This is an optimization exercise on Yosys and OpenROAD, whose aim is small area, a short achievable clock period and few clock cycles per item, not a production implementation.
The RTL was checked by simulation tests, not by an equivalence proof against the original design.

the previous run:
==> flow/design.v (excerpt) <==
module ladder_lowpass_filter_core #(
  parameter int SAMPLE_BITS    = llf_pkg::SAMPLE_BITS_DEF,
  parameter int COEF_FRAC_BITS = llf_pkg::COEF_FRAC_BITS_DEF
) (
  input  logic                              clk_i,
  input  logic                              rst_ni,
  input  logic                              cfg_we_i,
  input  logic [llf_pkg::CFG_ADDR_W-1:0]    cfg_addr_i,
  input  logic [llf_pkg::CFG_DATA_W-1:0]    cfg_wdata_i,
  input  logic                              s_axis_tvalid,
  output logic                              s_axis_tready,
  input  logic [((SAMPLE_BITS+7)/8)*8-1:0]  s_axis_tdata,   
  output logic                              m_axis_tvalid,
  input  logic                              m_axis_tready,
  output logic [((SAMPLE_BITS+7)/8)*8-1:0]  m_axis_tdata    
);
Size in the first run: roughly 4,800 cells after synthesis, ~600 flip-flops, ~83 I/O pins, ~48,000 um^2 of cells after synthesis.
==> flow/config.mk <==
export PLATFORM = sky130hd
export DESIGN_NAME = ladder_lowpass_filter_core
export DESIGN_NICKNAME = ladder_lowpass_filter_core
export VERILOG_FILES = /design/flow/design.v
export SDC_FILE = /design/flow/constraint.sdc
export NUM_CORES = 4
export LEC_CHECK = 0
export ABC_CLOCK_PERIOD_IN_PS = 3000
export CAP_MARGIN = 20
export CORE_MARGIN = 2
export CORE_UTILIZATION = 40
export SLEW_MARGIN = 20
==> flow/constraint.sdc <==
create_clock -name core_clock -period 16.0 [get_ports {clk_i}]
set_input_delay 3.2000 -clock core_clock [delete_from_list [all_inputs] [get_ports {clk_i}]]
set_output_delay 3.2000 -clock core_clock [all_outputs]
set_load 0.01 [all_outputs]
run.sh (not shown) runs the stock make flow with config.mk's settings and CLKGATE_MAP_FILE= SYNTH_SCRIPT=/design/flow/synth_recipe.tcl, a recipe that flattens the netlist after the stock synthesis.
Testbench counts of the previous run, summed over its fixed seeds: cycles 26,272, items 1,536.
diff inputs: the previous run => the current run
# the previous run
export LEC_CHECK = 0
export ABC_CLOCK_PERIOD_IN_PS = 3000
export CAP_MARGIN = 20
export CORE_MARGIN = 2
export CORE_UTILIZATION = 40
export SLEW_MARGIN = 20
create_clock -name core_clock -period 16.0 [get_ports {clk_i}]
# the current run
export LEC_CHECK = 0
export ABC_CLOCK_PERIOD_IN_PS = 5000
export CAP_MARGIN = 20
export CORE_MARGIN = 2
export CORE_UTILIZATION = 40
export SLEW_MARGIN = 20
create_clock -name core_clock -period 16.0 [get_ports {clk_i}]
Worst hold margin: the previous run vs the current run identical. Total die area: the previous run vs the current run identical. The current run vs. the previous run: boundary pin count ~0 delta, count of antenna-violating nets left after detailed routing now sits at about the same level.

* * *

ladder_lowpass_filter_core again, from the RTL that the note above started with.
==> flow/design.v (excerpt) <==
module ladder_lowpass_filter_core #(
  parameter int SAMPLE_BITS    = llf_pkg::SAMPLE_BITS_DEF,
  parameter int COEF_FRAC_BITS = llf_pkg::COEF_FRAC_BITS_DEF
) (
  input  logic                              clk_i,
  input  logic                              rst_ni,
  input  logic                              cfg_we_i,
  input  logic [llf_pkg::CFG_ADDR_W-1:0]    cfg_addr_i,
  input  logic [llf_pkg::CFG_DATA_W-1:0]    cfg_wdata_i,
  input  logic                              s_axis_tvalid,
  output logic                              s_axis_tready,
  input  logic [((SAMPLE_BITS+7)/8)*8-1:0]  s_axis_tdata,   
  output logic                              m_axis_tvalid,
  input  logic                              m_axis_tready,
  output logic [((SAMPLE_BITS+7)/8)*8-1:0]  m_axis_tdata    
);
  localparam int TDATA_W = ((SAMPLE_BITS + 7) / 8) * 8;
  localparam logic signed [ACC_W-1:0] SMAX = 32'sh7FFFFFFF >>> (ACC_W - SAMPLE_BITS);
  localparam logic signed [ACC_W-1:0] SMIN = ~SMAX;
  logic [STAGE_GAIN_W-1:0]  stage_gain_q;
  logic [POLE_COEF_W-1:0]   pole_coef_q;
  logic [GAIN_FOURTH_W-1:0] gain_fourth_q;
  logic [RESONANCE_W-1:0]   resonance_q;
  logic [OUTPUT_NORM_W-1:0] output_norm_q;
  logic signed [31:0]            s1_q, s2_q, s3_q, s4_q;
  logic signed [31:0]            p_q, y_q, n_q;
  logic signed [33:0]            bu_q, q_q;
  logic signed [SAMPLE_BITS-1:0] x_q;
  logic [57:0]                   ps_q, pc_q;
  logic [57:0]                   ps_d, pc_d;
  logic                          out_valid_q;
  logic [SAMPLE_BITS-1:0]        out_data_q;
  logic signed [31:0]            y_clamp;
  llf_pkg::llf_ctl1_t            ctl1;
  llf_pkg::llf_ctl2_t            ctl2;
  logic                          in_ready;
  logic                          in_acc;
  logic                          out_load;
  logic signed [31:0]            val;
  logic signed [25:0]            coef;
  logic signed [33:0]            tadd;
  logic signed [33:0]            ladd;
  ...
export LEC_CHECK = 0
export ABC_AREA = 1
export CAP_MARGIN = 20
export CORE_MARGIN = 2
export CORE_UTILIZATION = 40
export SLEW_MARGIN = 20
create_clock -name core_clock -period 16.0 [get_ports {clk_i}]
Testbench counts at the start, summed over its fixed seeds: cycles 26,272, items 1,536.
==> next run, changes <==
Settings changed: ABC_AREA 1 to unset.
Result: The changed run finished with timing, DRC and antenna clean. First-iteration DRC count fell by about a fifth. Final area fell slightly. Setup slack improves by 0.082 ns. Non-clock buffer count rose by 13. Clock skew fell by 0.0072 ns.

* * *

Another version of the RTL of ladder_lowpass_filter_core (not shown whole).
For scale: roughly 6400 cells after synthesis, about 83 I/O pins.
make LEC_CHECK=0 ABC_AREA=1 CAP_MARGIN=70 CORE_MARGIN=2 CORE_UTILIZATION=40 SLEW_MARGIN=70 finish   # period 16.0 ns
The first run completed with no timing, DRC or antenna violations.
Testbench counts at the start, summed over its fixed seeds: cycles 26,240, items 1,536.
Next try:
CAP_MARGIN = 50   (was 70)
SLEW_MARGIN = 50   (was 70)
Outcome:
- The changed run completed with no timing, DRC or antenna violations
- synthesized cell count stays the same
- register-to-register slack is worse by 250 ps
- worst hold slack stays flat
- count of clock-buffer cells in the layout is lower by 13
- wire length barely changes
- maximum frequency shrinks by about 5%
- sequential share of layout area rose by 0.52 points
- synthesized area does not change
- first-iteration DRC count went up by about 1.3%
- final cell count went down by 0.46%
Next try:
CAP_MARGIN = 60   (was 50)
SLEW_MARGIN = 60   (was 50)
What happened: Worst setup slack gets better by 170 ps. Wire length came out lower slightly.

[what the ideal ports hide]
How much do the figures lean on ideal ports? The routed layouts below were timed once more, with nothing changed but the port constraints.
Step 1: set_driving_cell puts a clkbuf_16 on clk_i and a buf_2 on each other input, an assumption about the parent block.
Step 2 times the ports against the registers' clock, not the clock port: input delays grow and output delays shrink by t, the midpoint of the rising clock arrivals with the driver on.
Slacks: no drivers / after step 1 / after step 2; pairs: no drivers / after step 1.
| run | t (ns) | slack for setup (ns) | slew at the worst register clock pin (ns) | worst data-port slew with drivers (ns) |
|---|---|---|---|---|
| the previous run | 0.737 | 8.947 / 8.947 / 8.947 | 0.07 / 0.07 | 0.06 |
| the current run | 0.737 | 8.947 / 8.947 / 8.947 | 0.07 / 0.07 | 0.06 |
| the first run of note 2 | 0.750 | 8.865 / 8.865 / 8.865 | 0.07 / 0.07 | 0.06 |
| the second run of note 2 | 0.737 | 8.947 / 8.947 / 8.947 | 0.07 / 0.07 | 0.06 |
| the first run of note 3 | 0.754 | 11.074 / 11.013 / 11.048 | 0.07 / 0.07 | 0.10 |
| the second run of note 3 | 0.762 | 10.821 / 10.821 / 10.821 | 0.07 / 0.07 | 0.10 |
| the third run of note 3 | 0.760 | 10.990 / 10.990 / 10.990 | 0.08 / 0.08 | 0.10 |
After both steps setup and hold are still met in every run listed. The setup slack of the first run of note 3, which loses most, moves by -0.061 ns with the drivers and by -0.026 ns with both steps.
